Background: an optimization exercise with open tools, aiming at small area. Do not read the settings as production practice. Function was checked by simulation only, so behaviour that the tests miss may differ from the original. No driver is modelled on the clock port, so clocking that relies on it looks cheaper here than on a real chip. No activity file was given, so power comes from the tool's default toggle rates.

job 4744:
==> flow/design.v <==
package bram_pkg;
  localparam int BRAM512_ADDR_W = 9;
  localparam int BRAM512_DATA_W = 8;
  localparam int BRAM512_DEPTH  = 2 ** BRAM512_ADDR_W;
  localparam int COL_W = 4;
  localparam int ROW_W = BRAM512_ADDR_W - COL_W;
  localparam int NCOLS = 2 ** COL_W;
  localparam int NROWS = 2 ** ROW_W;
  localparam int NRGROUPS = (NROWS + 2) / 3;
  typedef logic [BRAM512_ADDR_W-1:0] bram512_addr_t;
  typedef logic [BRAM512_DATA_W-1:0] bram512_data_t;
endpackage
module bram_bit (
  input  logic clk_i,
  input  logic sel_i,
  input  logic nrow_i,
  input  logic dn_i,
  output logic q_o
);
  always_ff @(posedge clk_i) begin
    q_o <= ~((q_o | sel_i) & (nrow_i | dn_i));
  end
endmodule
module bram_aoi3 (
  input  logic q0_i,
  input  logic q1_i,
  input  logic q2_i,
  input  logic s0_i,
  input  logic s1_i,
  input  logic s2_i,
  output logic yn_o
);
  assign yn_o = ~((q0_i & s0_i) | (q1_i & s1_i) | (q2_i & s2_i));
endmodule
module bram_aoi2 (
  input  logic q0_i,
  input  logic q1_i,
  input  logic s0_i,
  input  logic s1_i,
  output logic yn_o
);
  assign yn_o = ~((q0_i & s0_i) | (q1_i & s1_i));
endmodule
module bram_nor2 (
  input  logic a_i,
  input  logic b_i,
  output logic y_o
);
  assign y_o = ~(a_i | b_i);
endmodule
module bram_nand2 (
  input  logic a_i,
  input  logic b_i,
  output logic y_o
);
  assign y_o = ~(a_i & b_i);
endmodule
module bram_rd_tree (
  input  logic [bram_pkg::NCOLS-1:0] rcol_n_i,
  input  bram_pkg::bram512_data_t [bram_pkg::NCOLS-1:0][bram_pkg::NRGROUPS-1:0] yn_i,
  output bram_pkg::bram512_data_t any_o
);
  always_comb begin
    any_o = '0;
    for (int c = 0; c < bram_pkg::NCOLS; c++) begin
      for (int g = 0; g < bram_pkg::NRGROUPS; g++) begin
        any_o = any_o | (~yn_i[c][g] & {8{~rcol_n_i[c]}});
      end
    end
  end
endmodule
module bram_predec #(
  parameter int W = 4
) (
  input  logic               en_i,
  input  logic [W-1:0]       a_i,
  output logic [2**W-1:0]    yn_o
);
  always_comb begin
    for (int k = 0; k < 2 ** W; k++) begin
      yn_o[k] = ~(en_i && (a_i == W'(k)));
    end
  end
endmodule
module bram_core_sdp (
  input  logic                    clk_i,
  input  logic                    we_i,
  input  bram_pkg::bram512_addr_t waddr_i,
  input  bram_pkg::bram512_data_t x_i,
  input  bram_pkg::bram512_addr_t raddr_i,
  output bram_pkg::bram512_data_t rbits_o
);
  localparam int AW = bram_pkg::BRAM512_ADDR_W;
  localparam int CW = bram_pkg::COL_W;
  localparam int DW = bram_pkg::BRAM512_DATA_W;
  localparam int NC = bram_pkg::NCOLS;
  localparam int NR = bram_pkg::NROWS;
  logic [NR-1:0] wrow_n;    
  logic [NC-1:0] wcol_n;    
  logic [NR-1:0] rrow_n;    
  logic [NR-1:0] rrow;      
  logic [NC-1:0] rcol_n;    
  logic [bram_pkg::BRAM512_DEPTH-1:0] sel;       
  bram_pkg::bram512_data_t [NC-1:0]                         dn;
  bram_pkg::bram512_data_t [bram_pkg::BRAM512_DEPTH-1:0]    q;
  bram_pkg::bram512_data_t [NC-1:0][bram_pkg::NRGROUPS-1:0] yn;
  bram_predec #(.W(AW - CW)) u_wrow (.en_i(we_i), .a_i(waddr_i[AW-1:CW]), .yn_o(wrow_n));
  bram_predec #(.W(CW))      u_wcol (.en_i(1'b1), .a_i(waddr_i[CW-1:0]),  .yn_o(wcol_n));
  bram_predec #(.W(AW - CW)) u_rrow (.en_i(1'b1), .a_i(raddr_i[AW-1:CW]), .yn_o(rrow_n));
  bram_predec #(.W(CW))      u_rcol (.en_i(1'b1), .a_i(raddr_i[CW-1:0]),  .yn_o(rcol_n));
  assign rrow = ~rrow_n;
  for (genvar c = 0; c < NC; c++) begin : g_col
    for (genvar b = 0; b < DW; b++) begin : g_bit
      bram_nand2 u_dn (.a_i(~wcol_n[c]), .b_i(x_i[b]), .y_o(dn[c][b]));
    end
  end
  for (genvar w = 0; w < bram_pkg::BRAM512_DEPTH; w++) begin : g_word
    bram_nor2 u_sel (.a_i(wrow_n[w / NC]), .b_i(wcol_n[w % NC]), .y_o(sel[w]));
    for (genvar b = 0; b < DW; b++) begin : g_bit
      bram_bit u_bit (
        .clk_i  (clk_i),
        .sel_i  (sel[w]),
        .nrow_i (wrow_n[w / NC]),
        .dn_i   (dn[w % NC][b]),
        .q_o    (q[w][b])
      );
    end
  end
  for (genvar c = 0; c < NC; c++) begin : g_rc
    for (genvar g = 0; g < bram_pkg::NRGROUPS; g++) begin : g_rd
      for (genvar b = 0; b < DW; b++) begin : g_bit
        if (3 * g + 2 < NR) begin : g_3
          bram_aoi3 u_rd (
            .q0_i (q[(3*g)*NC+c][b]),
            .q1_i (q[(3*g+1)*NC+c][b]),
            .q2_i (q[(3*g+2)*NC+c][b]),
            .s0_i (rrow[3*g]),
            .s1_i (rrow[3*g+1]),
            .s2_i (rrow[3*g+2]),
            .yn_o (yn[c][g][b])
          );
        end else begin : g_2
          bram_aoi2 u_rd (
            .q0_i (q[(3*g)*NC+c][b]),
            .q1_i (q[(3*g+1)*NC+c][b]),
            .s0_i (rrow[3*g]),
            .s1_i (rrow[3*g+1]),
            .yn_o (yn[c][g][b])
          );
        end
      end
    end
  end
  bram_rd_tree u_tree (
    .rcol_n_i (rcol_n),
    .yn_i     (yn),
    .any_o    (rbits_o)
  );
endmodule
module bram_512x8_sdp (
  input  logic                     clock,
  input  logic                     rst_n,
  input  bram_pkg::bram512_addr_t  raddr,
  output bram_pkg::bram512_data_t  rdata,
  input  bram_pkg::bram512_addr_t  waddr,
  input  bram_pkg::bram512_data_t  wdata,
  input  logic                     wren
);
  logic                    we;
  logic                    phase_q;
  bram_pkg::bram512_data_t x;
  bram_pkg::bram512_data_t rbits;
  bram_pkg::bram512_data_t rdata_q;
  assign we = wren & rst_n;
  always_ff @(posedge clock) begin
    phase_q <= ~phase_q;
  end
  assign x = ~(wdata ^ {8{phase_q}});
  bram_core_sdp u_core (
    .clk_i   (clock),
    .we_i    (we),
    .waddr_i (waddr),
    .x_i     (x),
    .raddr_i (raddr),
    .rbits_o (rbits)
  );
  always_ff @(posedge clock or negedge rst_n) begin
    if (!rst_n) begin
      rdata_q <= '0;
    end else begin
      rdata_q <= rbits ^ {8{phase_q}};
    end
  end
  assign rdata = rdata_q;
endmodule
export LEC_CHECK = 0
export CAP_MARGIN = 20
export CELL_PAD_IN_SITES_DETAIL_PLACEMENT = 1
export CELL_PAD_IN_SITES_GLOBAL_PLACEMENT = 1
export CORE_MARGIN = 2
export CORE_UTILIZATION = 45
export SLEW_MARGIN = 20
export SYNTH_HIERARCHICAL = 1
create_clock -name core_clock -period 8.0 [get_ports {clock}]
standard.sh (not shown) runs the stock make flow with config.mk's settings and CLKGATE_MAP_FILE= SYNTH_SCRIPT=/design/flow/synth_recipe.tcl, a recipe that flattens the netlist after the stock synthesis.
==> flow/flow/run.sh <==
#!/bin/bash
# Layout flow: the standard synthesis and layout, with
# - gates that synthesis upsized set back to drive 1 after floorplan,
# - a clock tree built from larger sink clusters and no dummy loads, with
#   the buffers that drive a slow clock edge upsized,
# - the smallest buffer on the ports,
# - an extra antenna repair with a margin after global routing.
# Each step's full output goes to ORFS's own per-step logs under orfs/logs/,
# and make's output to the log_*.txt files here.
set -euo pipefail

CTS="-sink_clustering_enable -repair_clock_nets -dont_use_dummy_load"
CTS="$CTS -buf_list {sky130_fd_sc_hd__clkbuf_8 sky130_fd_sc_hd__clkbuf_16}"
CTS="$CTS -sink_clustering_size 20 -sink_clustering_max_diameter 60"
CTS="$CTS -sink_buffer_max_cap_derate 1.0"

bash standard.sh synth > log_synth.txt 2>&1
bash standard.sh "CTS_ARGS=$CTS" \
  "BUFFER_PORTS_ARGS=-buffer_cell sky130_fd_sc_hd__buf_2" \
  "POST_FLOORPLAN_TCL=$PWD/flow/downsize.tcl" \
  "POST_CTS_TCL=$PWD/flow/clkfix.tcl" \
  "POST_GLOBAL_ROUTE_TCL=$PWD/flow/grt_post.tcl" \
  finish > log_layout.txt 2>&1
==> flow/flow/clkfix.tcl <==
# Post-CTS hook: clock slew limits for clkfix_proc.tcl (ns, placement estimate).
set ::clkfix_in_lim 0.12
set ::clkfix_lim 0.105
source [file join [file dirname [info script]] clkfix_proc.tcl]
==> flow/flow/clkfix_proc.tcl <==
proc clkfix_pass { pins lim } {
  set block [ord::get_db_block]
  set db [ord::get_db]
  array set up {
    sky130_fd_sc_hd__clkbuf_2 sky130_fd_sc_hd__clkbuf_4
    sky130_fd_sc_hd__clkbuf_4 sky130_fd_sc_hd__clkbuf_8
    sky130_fd_sc_hd__clkbuf_8 sky130_fd_sc_hd__clkbuf_16
  }
  set drivers {}
  foreach pin $pins {
    if {[get_property $pin slew_max] > $lim} {
      foreach d [get_pins -of_objects [get_nets -of_objects $pin] -filter "direction == output"] {
        lappend drivers [get_full_name [get_cells -of_objects $d]]
      }
    }
  }
  set n 0
  foreach name [lsort -unique $drivers] {
    set inst [$block findInst $name]
    if {$inst eq "NULL"} { continue }
    set m [[$inst getMaster] getName]
    if {[info exists up($m)]} {
      $inst swapMaster [$db findMaster $up($m)]
      incr n
    }
  }
  estimate_parasitics -placement
  return $n
}
proc clkbuf_inputs { } {
  set pins {}
  foreach c [get_cells -hierarchical *] {
    if {[string match *clkbuf* [get_property $c ref_name]]} {
      lappend pins {*}[get_pins -of_objects $c -filter "direction == input"]
    }
  }
  return $pins
}
estimate_parasitics -placement
for {set i 0} {$i < 4} {incr i} {
  set n [clkfix_pass [clkbuf_inputs] $::clkfix_in_lim]
  puts "clkfix: $n tree buffers upsized (input slew limit $::clkfix_in_lim ns)"
  if {$n == 0} { break }
}
for {set i 0} {$i < 3} {incr i} {
  set n [clkfix_pass [get_pins -hierarchical */CLK] $::clkfix_lim]
  puts "clkfix: $n leaf buffers upsized (clock pin slew limit $::clkfix_lim ns)"
  if {$n == 0} { break }
}
detailed_placement
check_placement -verbose
==> flow/flow/grt_post.tcl <==
# After global routing: repair antennas again with a ratio margin, so the
# detailed router's own antenna check finds none and need not route twice.
repair_antennas -iterations 5 -ratio_margin 50
check_placement -verbose
Other scripts of this flow, unchanged in this note and not shown: flow/flow/downsize.tcl
--- input diff job 4744..job 7501 ---
==> flow/flow/grt_post.tcl <==
# After global routing: repair antennas again with a ratio margin, so the
# detailed router's own antenna check finds none and need not route twice.
repair_antennas -iterations 5 -ratio_margin 70
check_placement -verbose
==> comparison <==
- The flow for job 7501 finished, though final verification flagged capacitance limit, slew limit.
- Delta (job 7501 minus job 4744): final critical-path required period up 370 ps, maximum frequency fell about 5.6%.
- Summary of job 7501 over job 4744: proportion of cell area spent on the clock network flat, total power stayed essentially flat, cell area +0.71%.
Modified inputs, job 6374 compared to job 7501
==> flow/flow/clkfix.tcl <==
# Post-CTS hook: clock slew limits for clkfix_proc.tcl (ns, placement estimate).
set ::clkfix_in_lim 0.3
set ::clkfix_lim 0.114
source [file join [file dirname [info script]] clkfix_proc.tcl]
--- a/flow/flow/clkfix_proc.tcl
+++ b/flow/flow/clkfix_proc.tcl
@@ -43,9 +43,17 @@
   if {$n == 0} { break }
 }
-for {set i 0} {$i < 3} {incr i} {
-  set n [clkfix_pass [get_pins -hierarchical */CLK] $::clkfix_lim]
-  puts "clkfix: $n leaf buffers upsized (clock pin slew limit $::clkfix_lim ns)"
-  if {$n == 0} { break }
+# Legalizing moves cells and so changes the wires a little: fix, legalize and
+# check again until no clock buffer needs a larger drive.
+for {set r 0} {$r < 3} {incr r} {
+  set total 0
+  for {set i 0} {$i < 3} {incr i} {
+    set n [clkfix_pass [get_pins -hierarchical */CLK] $::clkfix_lim]
+    puts "clkfix: $n leaf buffers upsized (clock pin slew limit $::clkfix_lim ns)"
+    incr total $n
+    if {$n == 0} { break }
+  }
+  if {$r > 0 && $total == 0} { break }
+  detailed_placement
+  estimate_parasitics -placement
 }
-detailed_placement
 check_placement -verbose
==> flow/flow/grt_post.tcl <==
# After global routing: repair antennas again with a ratio margin, so the
# detailed router's own antenna check finds none and need not route twice.
repair_antennas -iterations 5 -ratio_margin 50
check_placement -verbose
Findings:
- Job 6374: PASS, flow complete, no timing, DRC or antenna violations
- Per the comparison of job 6374 with job 7501, setup slack of the worst register-to-register path moved up, share of power burned in the clock network went down, total power draw shrank by about 3%.
Modified inputs, job 467 compared to job 6374
--- a/flow/flow/run.sh
+++ b/flow/flow/run.sh
@@ -5,5 +5,5 @@
 #   the buffers that drive a slow clock edge upsized,
 # - the smallest buffer on the ports,
-# - an extra antenna repair with a margin after global routing.
+# - an extra antenna repair (layer jumpers) with a margin after global routing.
 # Each step's full output goes to ORFS's own per-step logs under orfs/logs/,
 # and make's output to the log_*.txt files here.
==> flow/flow/grt_post.tcl <==
# After global routing: repair antennas again with a ratio margin, by layer
# jumpers only, so the detailed router's own antenna check finds few and
# need not route twice.
repair_antennas -iterations 5 -ratio_margin 50 -jumper_only
check_placement -verbose
Results
The higher buffers plus inverters on the worst setup path of job 467 and job 6374 is in job 467.
Taking job 6374 as the reference, in job 467 ratio of routed vias to standard cells now larger, core utilization now smaller, number of antenna cells inserted now smaller.
The final-layout fill cell count number comes out lower for job 467 vs job 6374.
Met1 demand-to-capacity share in global routing came out exactly the same in job 467 and job 6374.
When job 467 is set beside job 6374, its setup slack turns out to be 290 ps larger.
Job 6374 -> job 467: vias after detailed routing decreased slightly
Where final wirelength is concerned, job 6374 is outperformed by job 467.

port drivers added, routing unchanged:
In the flow no input, the clock included, has a driving cell. The finished layouts below were timed again as built, in two steps.
Step 1, drivers: a clkbuf_16 drives clock and a buf_2 each remaining input, both assumed.
Step 2 times the ports against the registers' clock, not the clock port: input delays grow and output delays shrink by t, the midpoint of the rising clock arrivals with the driver on.
Three values: ideal ports, drivers, drivers and shift; two values: the first two.
run | t (ns) | setup WS [ns] | hold WS [ns] | worst setup path after step 2
job 4744 | 1.028 | 1.802 / 1.885 / 0.857 | 0.445 / 0.445 / 0.445 | input to register
job 7501 | 1.024 | 1.434 / 1.518 / 0.495 | 0.446 / 0.446 / 0.446 | input to register
job 6374 | 1.058 | 2.062 / 2.151 / 1.092 | 0.446 / 0.446 / 0.446 | input to register
job 467 | 1.054 | 2.357 / 2.435 / 1.380 | 0.446 / 0.446 / 0.446 | input to register
The setup slack of job 467, which loses most, moves by +0.078 ns with the drivers and by -0.977 ns with both steps.
